Source: an optimization exercise on an open RTL-to-GDS flow (aim: small area, a short achievable clock period and few clock cycles). Production flows keep margins and buffers that such runs may drop. In this exercise RTL edits were held to simulation tests only and were not proved equivalent to the original. Power figures rest on the tool's default switching activity, not on a simulated workload.

== run 1 ==
Design rt_frag_stream, start of the top module:
module rt_frag_stream #(
    parameter int unsigned IW = rt_pkg::CAMERA_IW,
    parameter int unsigned QW = rt_pkg::CAMERA_QW
) (
    input  logic          clk,
    input  logic          resetn,
    input  logic          start,
    input  logic          abort,
    output logic          busy,
    output logic          done,
    input  logic [31:0]   image_width,
    input  logic [31:0]   image_height,
    input  logic [31:0]   camera_center_x,
    input  logic [31:0]   camera_center_y,
    input  logic [31:0]   camera_center_z,
    input  logic [31:0]   pixel_delta_u_x,
    input  logic [31:0]   pixel_delta_u_y,
    input  logic [31:0]   pixel_delta_u_z,
    input  logic [31:0]   pixel_delta_v_x,
    input  logic [31:0]   pixel_delta_v_y,
    input  logic [31:0]   pixel_delta_v_z,
    input  logic [31:0]   pixel_00_loc_x,
    input  logic [31:0]   pixel_00_loc_y,
    input  logic [31:0]   pixel_00_loc_z,
    output logic          m_valid,
    input  logic          m_ready,
    output logic [31:0]   m_data,
    output logic          m_last
);
    logic [IW-1:0] img_w, img_h;
    logic          unused_bits;
    logic busy_q, init_q, valid_q, done_q;
    logic          lc_q, lr_q, last_q, w1_q;
    logic [IW-1:0] xrem_q, yrem_q, wm1_q;
    logic [31:0]   acc_q, row_q, step_q;
    logic          idle, hs, adv, row_start, lc_a, lr_a;
    logic [IW-1:0] xdec, ydec;
    logic [31:0]   sum;
    assign img_w = image_width[QW +: IW];
    assign img_h = image_height[QW +: IW];
    assign unused_bits = ^{image_width[QW-1:0], image_height[QW-1:0],
                           camera_center_y, camera_center_z,
                           pixel_delta_u_y, pixel_delta_u_z,
                           pixel_delta_v_y, pixel_delta_v_z,
  ...
Size: about 890 cells after synthesis, about 150 flip-flops, about 490 I/O pins, about 8500 µm² of cells after synthesis.
clock: 10.0 ns
lec_check: 0
cap_margin: 20
core_margin: 2
core_utilization: 40
slew_margin: 20
standard.sh (not shown) runs the stock make flow with config.mk's settings and CLKGATE_MAP_FILE= SYNTH_SCRIPT=/design/flow/synth_recipe.tcl, a recipe that flattens the netlist after the stock synthesis.
==> flow/flow/run.sh <==
#!/bin/bash
# Standard ORFS layout with small port buffers, a compact clock tree and a
# tighter setup target for the resizer's timing repair. Each ORFS step keeps
# its full log under orfs/logs; make's own output goes to standard_make.log.
set -euo pipefail
export BUFFER_PORTS_ARGS="-buffer_cell sky130_fd_sc_hd__buf_1"
export CTS_ARGS="-sink_clustering_enable -repair_clock_nets -buf_list {sky130_fd_sc_hd__clkbuf_8 sky130_fd_sc_hd__clkbuf_16} -sink_clustering_size 30 -sink_clustering_max_diameter 100 -dont_use_dummy_load"
bash standard.sh BUFFER_PORTS_ARGS="$BUFFER_PORTS_ARGS" CTS_ARGS="$CTS_ARGS" SETUP_SLACK_MARGIN=6.0 finish > standard_make.log 2>&1
Testbench counts of run 1, summed over its fixed seeds: cycles 25,740.
Here is what was changed in the inputs of run 2 compared with run 1.
Settings: putting ABC_AREA at 1 where nothing was set.
diff --git a/flow/flow/run.sh b/flow/flow/run.sh
--- a/flow/flow/run.sh
+++ b/flow/flow/run.sh
@@ -7,2 +7,2 @@
 export CTS_ARGS="-sink_clustering_enable -repair_clock_nets -buf_list {sky130_fd_sc_hd__clkbuf_8 sky130_fd_sc_hd__clkbuf_16} -sink_clustering_size 30 -sink_clustering_max_diameter 100 -dont_use_dummy_load"
-bash standard.sh BUFFER_PORTS_ARGS="$BUFFER_PORTS_ARGS" CTS_ARGS="$CTS_ARGS" SETUP_SLACK_MARGIN=6.0 finish > standard_make.log 2>&1
+bash standard.sh BUFFER_PORTS_ARGS="$BUFFER_PORTS_ARGS" CTS_ARGS="$CTS_ARGS" SETUP_SLACK_MARGIN=6.5 finish > standard_make.log 2>&1
Notes after the runs:
Critical path startpoint = m_ready: run 2; critical path startpoint = lc_q: run 1. Per the comparison of run 2 with run 1, global-route total usage across every layer increased by 2.3 points relative to the old numbers; fmax higher; total power rose 120 µW; xor and xnor fraction of the mapped netlist area moved down. Run 2 went all the way through synthesis, placement and routing and the layout is clean on timing, DRC and antenna. Timing endpoint of the critical path: step_q[31] -> run 2, acc_q[31] -> run 1.
diff inputs: run 2 => run 3
Settings: CTS_BUF_LIST newly set to sky130_fd_sc_hd__clkbuf_4 sky130_fd_sc_hd__clkbuf_8; ABC_AREA removed (was 1).
==> flow/flow/run.sh <==
#!/bin/bash
# Standard ORFS layout, with small fast port buffers and a tighter setup
# target for the resizer's timing repair. Full tool logs stay under orfs/logs;
# make's own output goes to standard_make.log.
set -euo pipefail
export BUFFER_PORTS_ARGS="-buffer_cell sky130_fd_sc_hd__buf_1"
bash standard.sh BUFFER_PORTS_ARGS="$BUFFER_PORTS_ARGS" SETUP_SLACK_MARGIN=7.0 finish > standard_make.log 2>&1
Results
From run 2 to run 3 the numbers moved as follows: part of the power in combinational logic +4.7 points; via total after detailed routing -9.2%; number of antenna violations at the first check in global routing +1. Going from run 2 to run 3, worst hold slack across all endpoints decreased 0.021 ns; overall die width moved down; cell area after synthesis decreased about 7%; power consumption moved up. On clock network fraction of design power, the higher figure sits with run 2, not run 3. Global-route met1 utilization (run 3 over run 2): decrease, 0.76 points. The more densely filled core belongs to run 3, not run 2.
Relative to run 3, the following input files were edited for run 4:
Settings: CTS_BUF_LIST no longer set, was sky130_fd_sc_hd__clkbuf_4 sky130_fd_sc_hd__clkbuf_8.
==> flow/flow/run.sh <==
#!/bin/bash
# Standard ORFS layout with small port buffers, a compact clock tree and a
# tighter setup target for the resizer's timing repair. Each ORFS step keeps
# its full log under orfs/logs; make's own output goes to standard_make.log.
set -euo pipefail
export BUFFER_PORTS_ARGS="-buffer_cell sky130_fd_sc_hd__buf_1"
export CTS_ARGS="-sink_clustering_enable -repair_clock_nets -buf_list {sky130_fd_sc_hd__clkbuf_8 sky130_fd_sc_hd__clkbuf_16} -sink_clustering_size 30 -sink_clustering_max_diameter 100 -dont_use_dummy_load"
bash standard.sh BUFFER_PORTS_ARGS="$BUFFER_PORTS_ARGS" CTS_ARGS="$CTS_ARGS" SETUP_SLACK_MARGIN=6.5 finish > standard_make.log 2>&1
Results
- Relative to run 3, the total chip power of run 4 is lower by 8.8%.
- Looking at minimum clock period after layout, run 4 sits 0.19 ns above run 3.
- Run 4 vs. run 3: final hold slack shows a reduction of 0.0062 ns; combinational power share dropped 6.8 points; required time at the worst-slack endpoint climbed 0.10 ns.
- NOTE: antenna diode instance count in run 4 exceeds that of run 3

static timing again, ports no longer ideal:
The results above use ideal ports. As a check the final layouts listed here were re-extracted and re-timed, cells and wires unchanged.
Step 1: set_driving_cell puts a clkbuf_16 on clk and a buf_2 on each other input, an assumption about the parent block.
Step 2, shift: input delay + t, output delay - t, t = (earliest + latest rising clock arrival at the registers) / 2. This alone moves slack from input paths to output paths.
Three values: ideal, step 1, step 2; two values: the first two.
| run | shift t [ns] | slack for setup (ns) | hold WS [ns] | worst slew at a driven data input, ns | pins driven straight from the clock port |
|---|---|---|---|---|---|
| run 1 | 0.457 | 6.285 / 6.285 / 5.920 | 0.471 / 0.471 / 0.471 | 0.09 | 1 |
| run 2 | 0.458 | 6.576 / 6.597 / 6.140 | 0.497 / 0.497 / 0.497 | 0.12 | 1 |
| run 3 | 0.480 | 6.825 / 6.825 / 6.518 | 0.476 / 0.476 / 0.476 | 0.08 | 1 |
| run 4 | 0.450 | 6.632 / 6.651 / 6.201 | 0.470 / 0.470 / 0.470 | 0.10 | 1 |
After both steps every run listed still meets setup and hold. For run 2, which loses most, drivers alone change the setup slack by +0.021 ns; drivers and shift together by -0.436 ns.
